Source: an optimization exercise on an open RTL-to-GDS flow (aim: small area). Production flows keep margins and buffers that such runs may drop.
Only simulation tests tie the RTL to the original design; equivalence was not proved.
Power and IR drop assume default switching activity.

Design motor_io_top, start of the top module:
module motor_io_top (
	input  logic                                                clk_50,
	input  logic                                                reset,
	input  logic                                                psel,
	input  logic                                                penable,
	input  logic                                                pwrite,
	input  logic [8-1:0]                            paddr,
	input  logic [32-1:0]                            pwdata,
	output logic [32-1:0]                            prdata,
	output logic                                                pready,
	output logic                                                pslverr,
	input  logic [4-1:0]                           enc_a,
	input  logic [4-1:0]                           enc_b,
	output logic [4-1:0]                           pwm_out
);
	logic [4*32-1:0] enc_counts;   
	logic [4*11-1:0]   pwm_duties;   
	logic [4-1:0] count_clear;  
	apb_reg_file apb_reg_file_inst (
		.clk_50      (clk_50),
		.reset       (reset),
		.psel        (psel),
		.penable     (penable),
		.pwrite      (pwrite),
		.paddr       (paddr),
		.pwdata      (pwdata),
		.prdata      (prdata),
		.pready      (pready),
		.pslverr     (pslverr),
		.enc_counts  (enc_counts),
		.pwm_duties  (pwm_duties),
		.count_clear (count_clear)
	);
	logic reset_d1, reset_d2, settle;
	always_ff @(posedge clk_50) begin
		reset_d1 <= reset;
		reset_d2 <= reset_d1;
	end
	assign settle = reset_d1 | reset_d2;
	for (genvar i = 0; i < 4; i++) begin : gen_enc
		quad_decoder quad_decoder_inst (
			.clk_50 (clk_50),
			.reset  (reset),
			.pins   ({enc_a[i], enc_b[i]}),
			.clear  (count_clear[i]),
			.settle (settle),
			.count  (enc_counts[i*32 +: 32])
		);
  ...
==> flow/config.mk <==
export PLATFORM = sky130hd
export DESIGN_NAME = motor_io_top
export DESIGN_NICKNAME = motor_io_top
export VERILOG_FILES = /design/flow/design.v
export SDC_FILE = /design/flow/constraint.sdc
export NUM_CORES = 4
export LEC_CHECK = 0
export CAP_MARGIN = 20
export CORE_MARGIN = 2
export CORE_UTILIZATION = 40
export CTS_BUF_LIST = sky130_fd_sc_hd__clkbuf_4
export GPL_TIMING_DRIVEN = 0
export SLEW_MARGIN = 20
==> flow/constraint.sdc <==
create_clock -name core_clock -period 10.0 [get_ports {clk_50}]
set_input_delay 2.0000 -clock core_clock [delete_from_list [all_inputs] [get_ports {clk_50}]]
set_output_delay 2.0000 -clock core_clock [all_outputs]
set_load 0.01 [all_outputs]
standard.sh (not shown) runs the stock make flow with config.mk's settings and CLKGATE_MAP_FILE= SYNTH_SCRIPT=/design/flow/synth_recipe.tcl, a recipe that flattens the netlist after the stock synthesis.
==> flow/flow/run.sh <==
#!/bin/bash
# Own layout flow: the standard ORFS flow, with three changes that only
# affect how the cells are chosen, not what is built or measured:
#  - synthesis maps the logic with an area-oriented ABC script (flow/abc.script)
#    instead of ORFS's speed script; everything else in synthesis is ORFS's
#    own synth.tcl and the standard flow's wrapper (flatten, rename) unchanged;
#  - port buffers are the smallest buffer, sky130_fd_sc_hd__buf_1;
#  - clock tree synthesis runs without dummy loads, with clkbuf_4 buffers
#    and clusters of at most 10 flip-flops.
# Every tool's output goes to a log file in this folder (and ORFS's own logs
# under orfs/logs).
set -euo pipefail
W=$(pwd)
F=$W/flow

# synthesis script: ORFS's synth.tcl with the abc call pointed at our script
sed 's#log_cmd abc {\*}$abc_args#log_cmd abc -script '"$F"'/abc.script {*}[lrange $abc_args 2 end]#' \
	"$FLOW_HOME/scripts/synth.tcl" > "$W/own_synth.tcl"
grep -q "$F/abc.script" "$W/own_synth.tcl"
sed "s#source \$::env(SCRIPTS_DIR)/synth.tcl#source $W/own_synth.tcl#" "$W/synth_recipe.tcl" > "$W/own_synth_recipe.tcl"
grep -q "own_synth.tcl" "$W/own_synth_recipe.tcl"

# The standard.sh, with the synthesis script swapped
sed "s#SYNTH_SCRIPT=[^ ]*synth_recipe.tcl#SYNTH_SCRIPT=$W/own_synth_recipe.tcl#" "$W/standard.sh" > "$W/own_standard.sh"
grep -q "own_synth_recipe.tcl" "$W/own_standard.sh"

bash "$W/own_standard.sh" \
	"BUFFER_PORTS_ARGS=-buffer_cell sky130_fd_sc_hd__buf_1" \
	"CTS_ARGS=-sink_clustering_enable -repair_clock_nets -dont_use_dummy_load -buf_list sky130_fd_sc_hd__clkbuf_4 -sink_clustering_size 10 -sink_clustering_max_diameter 50" \
	finish > "$W/flow_make.log" 2>&1
==> flow/flow/abc.script <==
strash
balance
rewrite
refactor
balance
rewrite
rewrite -z
balance
refactor -z
rewrite -z
balance
dch -f
&get -n
&nf -a -R 1000
&put
strash
&get -n
&nf -a -R 1000
&put
topo
The first run passed the timing, DRC and antenna checks.
Rerun with:
- CAP_MARGIN: 20 -> 0
- GPL_TIMING_DRIVEN: 0 -> unset
- SLEW_MARGIN: 20 -> 0
Global-route usage drops by 0.14 points.
Final cell count hardly moves.
First-iteration DRC count went down by 8.8%.
Via count fell by 0.71%.
Total power is about the same.
Sequential share of layout area is higher by 0.36 points.
Maximum frequency stays flat.
Worst hold slack degrades by 0.052 ns.
Wire length came out lower by 0.68%.
Combinational power is about the same.

========
v58:
Another version of the RTL of motor_io_top (not shown whole).
For scale: ~1,200 cells after synthesis, ~260 flip-flops, about 91 I/O pins, roughly 0.011 mm2 of cells after synthesis.
==> flow/design.v (excerpt) <==
module motor_io_top (
	input  logic                                                clk_50,
	input  logic                                                reset,
	input  logic                                                psel,
	input  logic                                                penable,
	input  logic                                                pwrite,
	input  logic [8-1:0]                            paddr,
	input  logic [32-1:0]                            pwdata,
	output logic [32-1:0]                            prdata,
	output logic                                                pready,
	output logic                                                pslverr,
	input  logic [4-1:0]                           enc_a,
	input  logic [4-1:0]                           enc_b,
	output logic [4-1:0]                           pwm_out
);
Settings: LEC_CHECK=0, CAP_MARGIN=20, CORE_MARGIN=2, CORE_UTILIZATION=40, CTS_BUF_LIST=sky130_fd_sc_hd__clkbuf_4, SLEW_MARGIN=20; clock period 10.0 ns.
==> flow/flow/run.sh <==
#!/bin/bash
# Own layout flow: the standard ORFS flow, with three changes that only
# affect how the cells are chosen, not what is built or measured:
#  - synthesis maps the logic with an area-oriented ABC script (flow/abc.script)
#    instead of ORFS's speed script; everything else in synthesis is ORFS's
#    own synth.tcl and the standard flow's wrapper (flatten, rename) unchanged;
#  - port buffers are the smallest buffer, sky130_fd_sc_hd__buf_1;
#  - clock tree synthesis runs without dummy loads, with clkbuf_4 buffers
#    and clusters of at most 10 flip-flops.
# Every tool's output goes to a log file in this folder (and ORFS's own logs
# under orfs/logs).
set -euo pipefail
W=$(pwd)
F=$W/flow

# synthesis script: ORFS's synth.tcl with the abc call pointed at our script
sed 's#log_cmd abc {\*}$abc_args#log_cmd abc -script '"$F"'/abc.script {*}[lrange $abc_args 2 end]#' \
	"$FLOW_HOME/scripts/synth.tcl" > "$W/own_synth.tcl"
grep -q "$F/abc.script" "$W/own_synth.tcl"
sed "s#source \$::env(SCRIPTS_DIR)/synth.tcl#source $W/own_synth.tcl#" "$W/synth_recipe.tcl" > "$W/own_synth_recipe.tcl"
grep -q "own_synth.tcl" "$W/own_synth_recipe.tcl"

# The standard.sh, with the synthesis script swapped
sed "s#SYNTH_SCRIPT=[^ ]*synth_recipe.tcl#SYNTH_SCRIPT=$W/own_synth_recipe.tcl#" "$W/standard.sh" > "$W/own_standard.sh"
grep -q "own_synth_recipe.tcl" "$W/own_standard.sh"

bash "$W/own_standard.sh" \
	"BUFFER_PORTS_ARGS=-buffer_cell sky130_fd_sc_hd__buf_1" \
	"CTS_ARGS=-sink_clustering_enable -repair_clock_nets -dont_use_dummy_load -buf_list sky130_fd_sc_hd__clkbuf_4 -sink_clustering_size 11 -sink_clustering_max_diameter 45" \
	finish > "$W/flow_make.log" 2>&1
==> flow/flow/abc.script <==
strash
balance
rewrite
refactor
balance
rewrite
rewrite -z
balance
refactor -z
rewrite -z
balance
dch -f
&get -n
&nf -a -R 1000
&put
topo
v58 has completed all stages; timing, DRC and antenna checks passed.
Modified inputs, v36 compared to v58
-- flow/flow/run.sh --
<<< v58, line 29
	"CTS_ARGS=-sink_clustering_enable -repair_clock_nets -dont_use_dummy_load -buf_list sky130_fd_sc_hd__clkbuf_4 -sink_clustering_size 11 -sink_clustering_max_diameter 45" \
>>> v36, line 29
	"CTS_ARGS=-sink_clustering_enable -repair_clock_nets -dont_use_dummy_load -buf_list sky130_fd_sc_hd__clkbuf_4 -sink_clustering_size 10 -sink_clustering_max_diameter 50" \
-- flow/flow/abc.script --
<<< v58, line 16
>>> v36, line 16
strash
&get -n
&nf -a -R 1000
&put
The flow did not stop early for v36: all stages ran, and the layout cleared the timing, DRC and antenna checks. Clock skew after layout (v36 over v58): increase, 0.012 ns. Relative to v58, number of signal-net inverters in the final layout has gone down in v36. Between v36 and v58, the total power does not differ in any meaningful way. v36: setup slack is 0.15 ns higher than what v58 reported. Per the comparison of v36 with v58, via count shows an increase of 106; fmax shows an increase of about 2.1%; routed wire length shows a reduction of 0.59%. Diff v58 -> v36: share of power burned in combinational logic now smaller; power per cell area now larger.
### v36 -> v30
-- flow/flow/abc.script --
<<< v36, line 16
strash
&get -n
&nf -a -R 1000
&put
>>> v30, line 16
[summary]
On weighted congestion at the end of routability-driven global placement, the higher figure sits with v30, not v36. The power share of the clock group reported for v30 is greater than that of v36 by 0.2 points. NOTE number of instances in the synthesized netlist v36->v30 increased by a few percent.
Input changes introduced in v28 (baseline for comparison: v30):
-- flow/flow/run.sh --
<<< v30, line 27
>>> v28, line 27
# the platform's don't-use cells, plus the larger buffers, so that repair
# buffers the few high-fanout nets with small buffers
PLAT_DU=$(bash "$W/own_standard.sh" print-DONT_USE_CELLS 2>/dev/null | sed -n 's/^DONT_USE_CELLS: //p')
[[ -n "$PLAT_DU" ]]
DU="$PLAT_DU sky130_fd_sc_hd__buf_4 sky130_fd_sc_hd__buf_6 sky130_fd_sc_hd__buf_8 sky130_fd_sc_hd__buf_12 sky130_fd_sc_hd__buf_16"
<<< v30, line 29
>>> v28, line 34
	"DONT_USE_CELLS=$DU" \
Between v30 and v28, the proportion of final cell area spent on non-clock buffers does not differ in any meaningful way.
Between v30 and v28, the difference in sequential share of layout area is negligible.
Compared with v30, v28 shows a lower final critical delay including setup and external delays.
As far as total negative slack goes, v30 and v28 are indistinguishable; the numbers are identical.
From v28 to v30, diode insertion count for antenna repair did not move at all.
There was hardly any difference in post-route standard cell area excluding fillers between v30 and v28.
There was hardly any difference in critical path arrival between v28 and v30.
v30 vs v28, worst setup path startpoint: gen_enc[1].quad_decoder_inst.sync_1[1] vs gen_enc[1].quad_decoder_inst.prev[1]
Synthesis-to-finish area growth: v28 > v30
Cmp v30 and v28 / pre-CTS setup slack / lower: v28
Diff v30..v28 | share of the core filled with cells in the final layout | negligible

==> port drivers added, routing unchanged <==
No port has a modelled driver above. Below, the same layouts with a new extraction and two added sets of constraints.
Step 1: set_driving_cell puts a clkbuf_16 on clk_50 and a buf_2 on each other input, an assumption about the parent block.
Step 2 also shifts input and output timing later by t, the mid clock arrival at the registers, as if the neighbouring blocks saw the same clock.
Slacks: no drivers / after step 1 / after step 2; pairs: no drivers / after step 1.
run | t, ns | setup slack, ns | worst setup path after step 2 | worst slew at a driven data input, ns
the first run of note 1 | 0.640 | 2.888 / 2.888 / 2.888 | register to register | 0.04
the second run of note 1 | 0.656 | 2.874 / 2.874 / 2.874 | register to register | 0.04
v58 | 0.666 | 2.833 / 2.833 / 2.833 | register to register | 0.03
v36 | 0.633 | 2.984 / 2.984 / 2.984 | register to register | 0.03
v30 | 0.657 | 2.794 / 2.794 / 2.794 | register to register | 0.03
v28 | 0.658 | 2.798 / 2.798 / 2.798 | register to register | 0.04
After both steps setup and hold are still met in every run listed.
